This design comes from an exercise in tuning for small area on the open sky130 flow, not from production work.
Function was checked by simulation only, so behaviour that the tests miss may differ from the original.
No activity file was given, so power comes from the tool's default toggle rates.

## processor
module processor (
  input  logic        clk,
  input  logic        reset,
  input  logic [31:0] instruction,
  output logic [31:0] addr,
  output logic [31:0] out,
  output logic        sys_dne,
  output logic        rw
);
Size: ~960 cells after synthesis, about 100 I/O pins, about 0.015 mm2 of cells after synthesis.
==> flow/config.mk <==
export PLATFORM = sky130hd
export DESIGN_NAME = processor
export DESIGN_NICKNAME = processor
export VERILOG_FILES = /design/flow/design.v
export SDC_FILE = /design/flow/constraint.sdc
export NUM_CORES = 4
export LEC_CHECK = 0
export CAP_MARGIN = 20
export CORE_MARGIN = 2
export CORE_UTILIZATION = 65
export PLACE_DENSITY = 0.75
export SLEW_MARGIN = 20
==> flow/constraint.sdc <==
create_clock -name core_clock -period 6.0 [get_ports {clk}]
set_input_delay 1.2000 -clock core_clock [delete_from_list [all_inputs] [get_ports {clk}]]
set_output_delay 1.2000 -clock core_clock [all_outputs]
set_load 0.01 [all_outputs]
standard.sh (not shown) runs the stock make flow with config.mk's settings and CLKGATE_MAP_FILE= SYNTH_SCRIPT=/design/flow/synth_recipe.tcl, a recipe that flattens the netlist after the stock synthesis.
==> flow/flow/run.sh <==
#!/bin/bash
# Layout flow: the standard ORFS flow (standard.sh), with
#  - synthesis as standard.sh's, but an area-oriented ABC script for the
#    combinational logic (flow/my_synth.tcl, flow/abc_area.script);
#  - the smallest buffer (buf_1) for the port buffers;
#  - a clock tree of clkbuf_4 clusters, without dummy loads.
# Each step's output goes to its own log in the work folder.
set -euo pipefail
W=$(pwd)
export FLOW_SYNTH_TCL="$W/synth_recipe.tcl"
export FLOW_ABC_SCRIPT="$W/flow/abc_area.script"
export BUFFER_PORTS_ARGS="-buffer_cell sky130_fd_sc_hd__buf_1"
export CTS_ARGS="-sink_clustering_enable -repair_clock_nets -buf_list sky130_fd_sc_hd__clkbuf_4 -sink_clustering_size 12 -sink_clustering_max_diameter 40 -dont_use_dummy_load"
bash standard.sh SYNTH_SCRIPT="$W/flow/my_synth.tcl" synth > log_synth.txt 2>&1
bash standard.sh floorplan > log_floorplan.txt 2>&1
bash standard.sh place > log_place.txt 2>&1
bash standard.sh cts > log_cts.txt 2>&1
bash standard.sh route > log_route.txt 2>&1
bash standard.sh finish > log_finish.txt 2>&1
==> flow/flow/abc_area.script <==
&get -n
&st
&dc2
&dch
&nf -R 1000
&st
&dc2
&dch -f
&nf -R 1000
&st
&dch -f
&nf -R 1000
&put
topo
==> flow/flow/my_synth.tcl <==
# The standard synthesis (synth_recipe.tcl in the work folder), with one
# change: ABC maps the combinational logic with an area-oriented script
# (flow/abc_area.script) instead of ORFS's delay-oriented one. Everything
# else, the flip-flop mapping included, is unchanged, so the registers keep
# the standard synthesis's names and cell types.
proc abc {args} {
  set i [lsearch -exact $args -script]
  if { $i >= 0 } { lset args [expr { $i + 1 }] $::env(FLOW_ABC_SCRIPT) }
  set j [lsearch -exact $args -D]
  if { $j >= 0 } { set args [lreplace $args $j [expr { $j + 1 }]] }
  yosys abc {*}$args
}
source $::env(FLOW_SYNTH_TCL)
Next try:
==> flow/flow/run.sh (replaced) <==
#!/bin/bash
# Layout flow: the standard ORFS flow (standard.sh, unchanged synthesis),
# with smaller port buffers and a clock tree of clkbuf_8 clusters without
# dummy loads. Each tool's output goes to its own log in the work folder.
set -euo pipefail
export BUFFER_PORTS_ARGS="-buffer_cell sky130_fd_sc_hd__buf_1"
export CTS_ARGS="-sink_clustering_enable -repair_clock_nets -buf_list sky130_fd_sc_hd__clkbuf_4 -sink_clustering_size 12 -sink_clustering_max_diameter 40 -dont_use_dummy_load"
bash standard.sh synth > log_synth.txt 2>&1
bash standard.sh floorplan > log_floorplan.txt 2>&1
bash standard.sh place > log_place.txt 2>&1
bash standard.sh cts > log_cts.txt 2>&1
bash standard.sh route > log_route.txt 2>&1
bash standard.sh finish > log_finish.txt 2>&1
--- a/flow/config.mk
+++ b/flow/config.mk
@@ -10,2 +10 @@
-export CORE_UTILIZATION = 65
-export PLACE_DENSITY = 0.75
+export CORE_UTILIZATION = 40
removed: flow/flow/abc_area.script
removed: flow/flow/my_synth.tcl
Worst setup slack improves by 0.48 ns.
Final cell count grows by 17%.
Wire length grows by 5.5%.
Next try:
--- a/flow/flow/run.sh
+++ b/flow/flow/run.sh
@@ -7 +7 @@
-export CTS_ARGS="-sink_clustering_enable -repair_clock_nets -buf_list sky130_fd_sc_hd__clkbuf_4 -sink_clustering_size 12 -sink_clustering_max_diameter 40 -dont_use_dummy_load"
+export CTS_ARGS="-sink_clustering_enable -repair_clock_nets -buf_list sky130_fd_sc_hd__clkbuf_16 -sink_clustering_size 45 -sink_clustering_max_diameter 50 -dont_use_dummy_load"
--- a/flow/config.mk
+++ b/flow/config.mk
@@ -10 +10,2 @@
-export CORE_UTILIZATION = 40
+export CORE_UTILIZATION = 65
+export PLACE_DENSITY = 0.75
Outcome: The new run completed without violations; setup slack loses 0.28 ns; final area rises slightly; non-clock buffer count stays the same; clock-buffer cell count falls by 32.
Next try:
--- a/flow/flow/run.sh
+++ b/flow/flow/run.sh
@@ -7 +7 @@
-export CTS_ARGS="-sink_clustering_enable -repair_clock_nets -buf_list sky130_fd_sc_hd__clkbuf_16 -sink_clustering_size 45 -sink_clustering_max_diameter 50 -dont_use_dummy_load"
+export CTS_ARGS="-sink_clustering_enable -repair_clock_nets -buf_list sky130_fd_sc_hd__clkbuf_4 -sink_clustering_size 12 -sink_clustering_max_diameter 40 -dont_use_dummy_load"
--- a/flow/config.mk
+++ b/flow/config.mk
@@ -8 +8 @@
-export CAP_MARGIN = 20
+export CAP_MARGIN = 0
@@ -12 +12 @@
-export SLEW_MARGIN = 20
+export SLEW_MARGIN = 0
Outcome: Register-to-register slack loses 0.06 ns. Worst hold slack barely changes. Clock skew increases by 0.065 ns. Die area is unchanged. Final cell count increases by 1.9%. Global-route usage decreases by 0.74 points. Routed wire length decreases by 5.2%. Count of clock-buffer cells in the layout increases by 24. Via count increases by 1.9%. Clock power decreases by 31%. Worst setup slack gains 0.13 ns.

[re-timing with driven ports]
How much do the figures lean on ideal ports? The routed layouts below were timed once more, with nothing changed but the port constraints.
Step 1 sets driving cells, clkbuf_16 on the clock port and buf_2 on the other inputs (assumed; they add their load-dependent delay and slew).
Step 2 also shifts input and output timing later by t, the mid clock arrival at the registers, as if the neighbouring blocks saw the same clock.
Slacks: no drivers / after step 1 / after step 2; pairs: no drivers / after step 1.
run	t (ns)	setup slack, ns	hold slack, ns	worst setup path at the end
the first run	0.714	1.448 / 1.468 / 0.755	0.269 / 0.269 / 0.269	input to register
the second run	0.728	1.925 / 1.910 / 1.182	0.267 / 0.267 / 0.267	input to register
the third run	0.552	1.648 / 1.643 / 1.090	0.256 / 0.256 / 0.256	input to register
the fourth run	0.702	1.779 / 1.768 / 1.066	0.255 / 0.255 / 0.255	input to register
After both steps every run listed still meets setup and hold. The setup slack of the second run, which loses most, moves by -0.015 ns with the drivers and by -0.743 ns with both steps.
